Source: an optimization exercise on an open RTL-to-GDS flow (aim: small area, a short achievable clock period and few clock cycles per item). Production flows keep margins and buffers that such runs may drop.
Only simulation tests tie the RTL to the original design; equivalence was not proved.

==> job 5700 <==
// running_mean_variance_stats_top
module running_mean_variance_stats_top (
  input  wire logic                                    clk,
  input  wire logic                                    rst,
  input  wire logic                                    in_valid,
  output logic                                         in_stall,
  input  wire logic                                    cmd,
  input  wire logic signed [rmvs_pkg::SAMPLE_BITS-1:0] sample,
  output logic                                         out_valid,
  input  wire logic                                    out_stall,
  output logic [rmvs_pkg::COUNT_BITS-1:0]              sample_count,
  output logic signed [rmvs_pkg::TOTAL_BITS-1:0]       total,
  output logic signed [rmvs_pkg::SAMPLE_BITS-1:0]      smallest,
  output logic signed [rmvs_pkg::SAMPLE_BITS-1:0]      largest,
  output logic signed [rmvs_pkg::MEAN_BITS-1:0]        mean_q8,
  output logic [rmvs_pkg::VAR_BITS-1:0]                variance_q8,
  output logic [rmvs_pkg::STD_BITS-1:0]                std_dev_q8,
  output logic                                         has_data,
  output logic                                         variance_valid,
  output logic                                         count_saturated
);
make LEC_CHECK=0 CAP_MARGIN=20 CORE_MARGIN=2 CORE_UTILIZATION=40 SLEW_MARGIN=20 finish   # period 9.5 ns
run.sh (not shown) runs the stock make flow with config.mk's settings and CLKGATE_MAP_FILE= SYNTH_SCRIPT=/design/flow/synth_recipe.tcl, a recipe that flattens the netlist after the stock synthesis.
==> job 8647 (differences from job 5700) <==
--- a/flow/design.v
+++ b/flow/design.v
@@ -1065,10 +1065,11 @@
 `default_nettype wire
 `default_nettype none
 module rmvs_front (
   input  wire logic                clk,
   input  wire logic                rst,
+  input  wire logic                adv,
   input  wire logic                take,
   input  wire logic                add,
   input  wire logic                cmd,
   input  wire logic signed [15:0]  sample,
   input  wire logic                s2_wr,
@@ -1076,31 +1077,53 @@
   output logic [15:0]              n,
   output logic signed [31:0]       sum,
   output logic [47:0]              s2,
   output logic signed [15:0]       lo,
   output logic signed [15:0]       hi,
-  output logic                     ovf
+  output logic                     ovf,
+  output logic [15:0]              n_nx,
+  output logic signed [31:0]       sum_nx
 );
+  logic               pclr;     
+  logic               padd;     
+  logic               psat;     
+  logic signed [15:0] px;       
+  assign n_nx   = pclr ? '0 : padd ? n + 1'b1 : n;
+  assign sum_nx = pclr ? '0 : padd ? sum + 32'(px) : sum;
   always_ff @(posedge clk) begin
-    if (rst || (take && cmd)) begin
+    if (rst) begin
+      pclr <= 1'b1;
+      padd <= 1'b0;
+      psat <= 1'b0;
+      px   <= '0;
+    end else if (adv) begin
+      pclr <= take & cmd;
+      padd <= add;
+      psat <= take & ~cmd & ~add;
+      px   <= sample;
+    end
+  end
+  always_ff @(posedge clk) begin
+    if (rst || (adv && pclr)) begin
       n   <= '0;
       sum <= '0;
-      s2  <= '0;
       lo  <= rmvs_pkg::SAMPLE_MAX;
       hi  <= rmvs_pkg::SAMPLE_MIN;
       ovf <= 1'b0;
-    end else if (take) begin
-      if (add) begin
-        n   <= n + 1'b1;
-        sum <= sum + 32'(sample);
-        if (sample < lo) lo <= sample;
-        if (sample > hi) hi <= sample;
-      end else begin
-        ovf <= 1'b1;
-      end
+    end else if (adv) begin
+      n   <= n_nx;
+      sum <= sum_nx;
+      if (padd && px < lo) lo <= px;
+      if (padd && px > hi) hi <= px;
+      if (psat) ovf <= 1'b1;
+    end
+  end
+  always_ff @(posedge clk) begin
+    if (rst || (take && cmd)) begin
+      s2 <= '0;
     end else if (s2_wr) begin
-      s2  <= s2_nx;
+      s2 <= s2_nx;
     end
   end
 endmodule
 module rmvs_mid (
   input  wire logic                clk,
@@ -1115,21 +1138,20 @@
   output logic [47:0]              s2_nx,
   output logic [31:0]              d_hi,
   output logic [31:0]              dlo,
   output logic [31:0]              den
 );
-  logic p0, p2, p4, p7;
+  logic p0, p2, p4;
   logic acc_wr, acc_shift, base_acc;
   always_ff @(posedge clk) begin
     if (adv) begin
-      p0 <= 1'b1; p2 <= 1'b0; p4 <= 1'b0; p7 <= 1'b0;
+      p0 <= 1'b1; p2 <= 1'b0; p4 <= 1'b0;
       acc_wr <= 1'b0; acc_shift <= 1'b0; base_acc <= 1'b0;
     end else begin
       p0        <= 1'b0;
       p2        <= (ph == 4'd1);
       p4        <= (ph == 4'd3);
-      p7        <= (ph == 4'd6);
       acc_wr    <= (ph <= 4'd5);
       acc_shift <= (ph == 4'd1 || ph == 4'd3);
       base_acc  <= (ph >= 4'd1 && ph <= 4'd5);
     end
   end
@@ -1147,11 +1169,11 @@
       4'd1: begin ma_sel = {2'b0, sum[15:0]};               mb_nx = {1'b0, sum[15:0]};     ma_neg = 1'b1; end
       4'd2: begin ma_sel = {2'b0, n};                       mb_nx = {1'b0, s2[31:16]};     end
       4'd3: begin ma_sel = {sum[31], sum[31:16], 1'b0};     mb_nx = {1'b0, sum[15:0]};     ma_neg = 1'b1; end
       4'd4: begin ma_sel = {2'b0, n};                       mb_nx = {1'b0, s2[47:32]};     end
       4'd5: begin ma_sel = {{2{sum[31]}}, sum[31:16]};      mb_nx = {sum[31], sum[31:16]}; ma_neg = 1'b1; end
-      4'd6: begin ma_sel = {2'b0, n};                       mb_nx = {1'b0, n - 1'b1};      end
+      4'd7, 4'd8: begin ma_sel = {2'b0, n};                 mb_nx = {1'b0, n - 1'b1};      end
       default: begin ma_sel = '0;                           mb_nx = '0;                    end
     endcase
     ma_nx = ma_neg ? 18'(-ma_sel) : ma_sel;
     if (adv) begin
       ma_nx = add ? {{2{sample[15]}}, sample} : '0;
@@ -1177,11 +1199,11 @@
   assign s2_nx = {msum[36] ? s2_hi_inc : s2[47:36], msum[35:0]};
   always_ff @(posedge clk) begin
     if (acc_wr) acc <= acc_shift ? {{16{msum[36]}}, msum[36:16]} : msum;
     if (p2) dlo[15:0]  <= msum[15:0];
     if (p4) dlo[31:16] <= msum[15:0];
-    if (p7) den <= {msum[31:1], msum[0] | (n[15:1] == '0)};
+    if (adv) den <= {msum[31:1], msum[0] | (n[15:1] == '0)};
   end
   assign d_hi = acc[31:0];
 endmodule
 `default_nettype wire
 `default_nettype none
@@ -1230,31 +1252,23 @@
   output logic                     has_data,
   output logic                     variance_valid,
   output logic                     count_saturated
 );
   logic       d1v;      
-  logic       d1last;   
   logic       d2v;      
   logic [7:0] wsel;     
   always_ff @(posedge clk) begin
     if (adv) begin
       d1v  <= 1'b1;
-      d1last <= 1'b0;
       d2v  <= 1'b1;
       wsel <= 8'd1;
     end else begin
       d1v  <= (ph <= 4'd6);
-      d1last <= (ph == 4'd6);
-      d2v  <= (ph <= 4'd3);
+      d2v  <= (ph <= 4'd4);
       wsel <= {wsel[6:0], 1'b0};
     end
   end
-  logic [15:0]        n1;
-  logic signed [31:0] sum1;
-  logic signed [15:0] lo1;
-  logic signed [15:0] hi1;
-  logic               ovf1;
   logic [31:0]        rem1;
   logic [38:0]        qd1;      
   logic [31:0]        rem1_nx;
   logic [2:0]         q1;
   rmvs_div3 #(.W(32)) u_div1 (
@@ -1264,15 +1278,10 @@
     .r_out (rem1_nx),
     .q     (q1)
   );
   always_ff @(posedge clk) begin
     if (adv) begin
-      n1   <= n_in;
-      sum1 <= sum_in;
-      lo1  <= lo_in;
-      hi1  <= hi_in;
-      ovf1 <= ovf_in;
       rem1 <= {d_hi[30:0], dlo_in[31]};       
       qd1  <= {dlo_in[30:0], 8'h00};          
     end else if (d1v) begin
       rem1 <= rem1_nx;
       qd1  <= {qd1[35:0], q1};
@@ -1280,33 +1289,37 @@
   end
   logic [31:0] den2;
   logic [31:0] rem2;
   logic [38:0] qd2;
   logic [31:0] rem2_nx;
-  logic [2:0]  q2;
-  rmvs_div3 #(.W(32)) u_div2 (
-    .r_in  (rem2),
-    .b_in  (qd2[38:36]),
-    .d     (den2),
-    .r_out (rem2_nx),
-    .q     (q2)
-  );
-  always_ff @(posedge clk) begin
-    if (d1last) den2 <= den_in;
+  logic [1:0]  q2;
+  always_comb begin
+    logic [31:0] r;
+    r = rem2;
+    for (int i = 0; i < 2; i++) begin
+      logic [32:0] t;
+      logic        b;
+      t = {r, qd2[38-i]};
+      b = (t >= {1'b0, den2});
+      r = b ? 32'(t - {1'b0, den2}) : t[31:0];
+      q2[1-i] = b;
+    end
+    rem2_nx = r;
   end
   always_ff @(posedge clk) begin
     if (adv) begin
-      sample_count    <= n1;
-      total           <= sum1;
-      smallest        <= lo1;
-      largest         <= hi1;
-      count_saturated <= ovf1;
-      rem2            <= rem1;
-      qd2             <= qd1;
+      sample_count    <= n_in;
+      total           <= sum_in;
+      smallest        <= lo_in;
+      largest         <= hi_in;
+      count_saturated <= ovf_in;
+      den2            <= den_in;
+      rem2            <= rem1_nx;
+      qd2             <= {qd1[35:0], q1};
     end else if (d2v) begin
       rem2 <= rem2_nx;
-      qd2  <= {qd2[35:0], q2};
+      qd2  <= {qd2[36:0], q2};
     end
   end
   assign has_data       = (sample_count != '0);
   assign variance_valid = (sample_count[15:1] != '0);
   assign variance_q8    = qd2;
@@ -1314,11 +1327,11 @@
   logic [15:0] ndiv;
   logic [15:0] mrem;
   logic [23:0] mq;
   logic [15:0] mrem_nx;
   logic [2:0]  mqb;
-  assign amag1 = sum1[31] ? 32'(-sum1) : 32'(sum1);
+  assign amag1 = sum_in[31] ? 32'(-sum_in) : 32'(sum_in);
   assign ndiv  = {sample_count[15:1], sample_count[0] | (sample_count == '0)};
   rmvs_div3 #(.W(16)) u_mdiv (
     .r_in  (mrem),
     .b_in  (mq[23:21]),
     .d     (ndiv),
@@ -1341,11 +1354,11 @@
   logic [23:0] sroot [4];
   logic [24:0] sr    [4];
   always_comb begin
     win = {6{wsel[6]}} & {qd2[3:0], 2'b00};
     for (int c = 0; c < 6; c++) begin
-      win = win | ({6{wsel[c]}} & qd2[24-3*c -: 6]);
+      win = win | ({6{wsel[c]}} & qd2[27-4*c -: 6]);
     end
   end
   always_comb begin
     sroot[0] = root;
     sr[0]    = srem;
@@ -1433,14 +1446,17 @@
   logic               s2_wr;
   logic [47:0]        s2_nx;
   logic [31:0]        d_hi;
   logic [31:0]        dlo;
   logic [31:0]        den;
-  assign add = take & ~cmd & (n != rmvs_pkg::COUNT_FULL);
+  logic [15:0]        n_nx;
+  logic signed [31:0] sum_nx;
+  assign add = take & ~cmd & (n_nx != rmvs_pkg::COUNT_FULL);
   rmvs_front u_front (
     .clk          (clk),
     .rst          (rst),
+    .adv          (adv),
     .take         (take),
     .add          (add),
     .cmd          (cmd),
     .sample       (sample),
     .s2_wr        (s2_wr),
@@ -1448,20 +1464,22 @@
     .n            (n),
     .sum          (sum),
     .s2           (s2),
     .lo           (lo),
     .hi           (hi),
-    .ovf          (ovf)
+    .ovf          (ovf),
+    .n_nx         (n_nx),
+    .sum_nx       (sum_nx)
   );
   rmvs_mid u_mid (
     .clk          (clk),
     .adv          (adv),
     .add          (add),
     .sample       (sample),
     .ph           (ph),
-    .n            (n),
-    .sum          (sum),
+    .n            (n_nx),
+    .sum          (sum_nx),
     .s2           (s2),
     .s2_wr        (s2_wr),
     .s2_nx        (s2_nx),
     .d_hi         (d_hi),
     .dlo          (dlo),
--- a/flow/config.mk
+++ b/flow/config.mk
@@ -5,7 +5,7 @@
 export SDC_FILE = /design/flow/constraint.sdc
 export NUM_CORES = 4
 export LEC_CHECK = 0
 export CAP_MARGIN = 20
 export CORE_MARGIN = 2
-export CORE_UTILIZATION = 40
+export CORE_UTILIZATION = 65
 export SLEW_MARGIN = 20
==> impl_metrics.py <==
metrics = {
    "placement": {
        "place_area_mm2": 0.0642,
    },
    "layout": {
        "post-route-cell-area_mm2": 0.0675,
        "seq_cells": 713,
    },
    "timing": {
        "period_needed_ns": 9.08,
    },
    "run_status": {
        "status": "finished clean",
    },
    "routing": {
        "wl_met2_mm": 86.6,
    },
    "global_route": {
        "antenna_found_initial": 2,
        "grt_pass1_vias": 49200,
    },
    "setup_path": {
        "r2r_slack_ns": 0.42,
    },
}
the above is filed under job 5700

==> impl_metrics.py <==
metrics = {
    "setup_path": {
        "r2r_slack_ns": 0.28,
    },
    "timing": {
        "period_needed_ns": 9.22,
    },
    "run_status": {
        "status": "finished clean",
    },
    "synthesis": {
        "synth_area_mm2": 0.0575,
        "ys_ff_latch": 650,
    },
    "placement": {
        "place_area_mm2": 0.0607,
    },
    "global_route": {
        "grt_pass1_vias": 49300,
        "antenna_found_initial": 6,
    },
    "cts": {
        "h-tree-depth": 3,
        "cts-root-buf": "clkbuf_16",
        "cts_hold_buf": 0,
    },
    "layout": {
        "post-route-cell-area_mm2": 0.0633,
        "seq_cells": 650,
    },
}
the above is filed under job 8647

Testbench counts of job 5700, summed over its fixed seeds: cycles 43,352, items 4,800.
Testbench counts of job 8647, summed over its fixed seeds: cycles 43,352, items 4,800.

## separate check: timing with driven ports
How much do the figures lean on ideal ports? The routed layouts below were timed once more, with nothing changed but the port constraints. Step 1 sets driving cells, clkbuf_16 on the clock port and buf_2 on the other inputs (assumed; they add their load-dependent delay and slew). Step 2, shift: input delay + t, output delay - t, t = (earliest + latest rising clock arrival at the registers) / 2. This alone moves slack from input paths to output paths. a / b / c = ideal / step 1 / step 2; a / b = the first two.
run | t (ns) | slack for setup (ns) | worst setup path after step 2 | cell pins on the clock port's net
job 5700 | 0.790 | 0.415 / 0.415 / 0.415 | register to register | 1
job 8647 | 0.738 | 0.284 / 0.284 / 0.284 | register to register | 1
After both steps setup and hold are still met in every run listed.
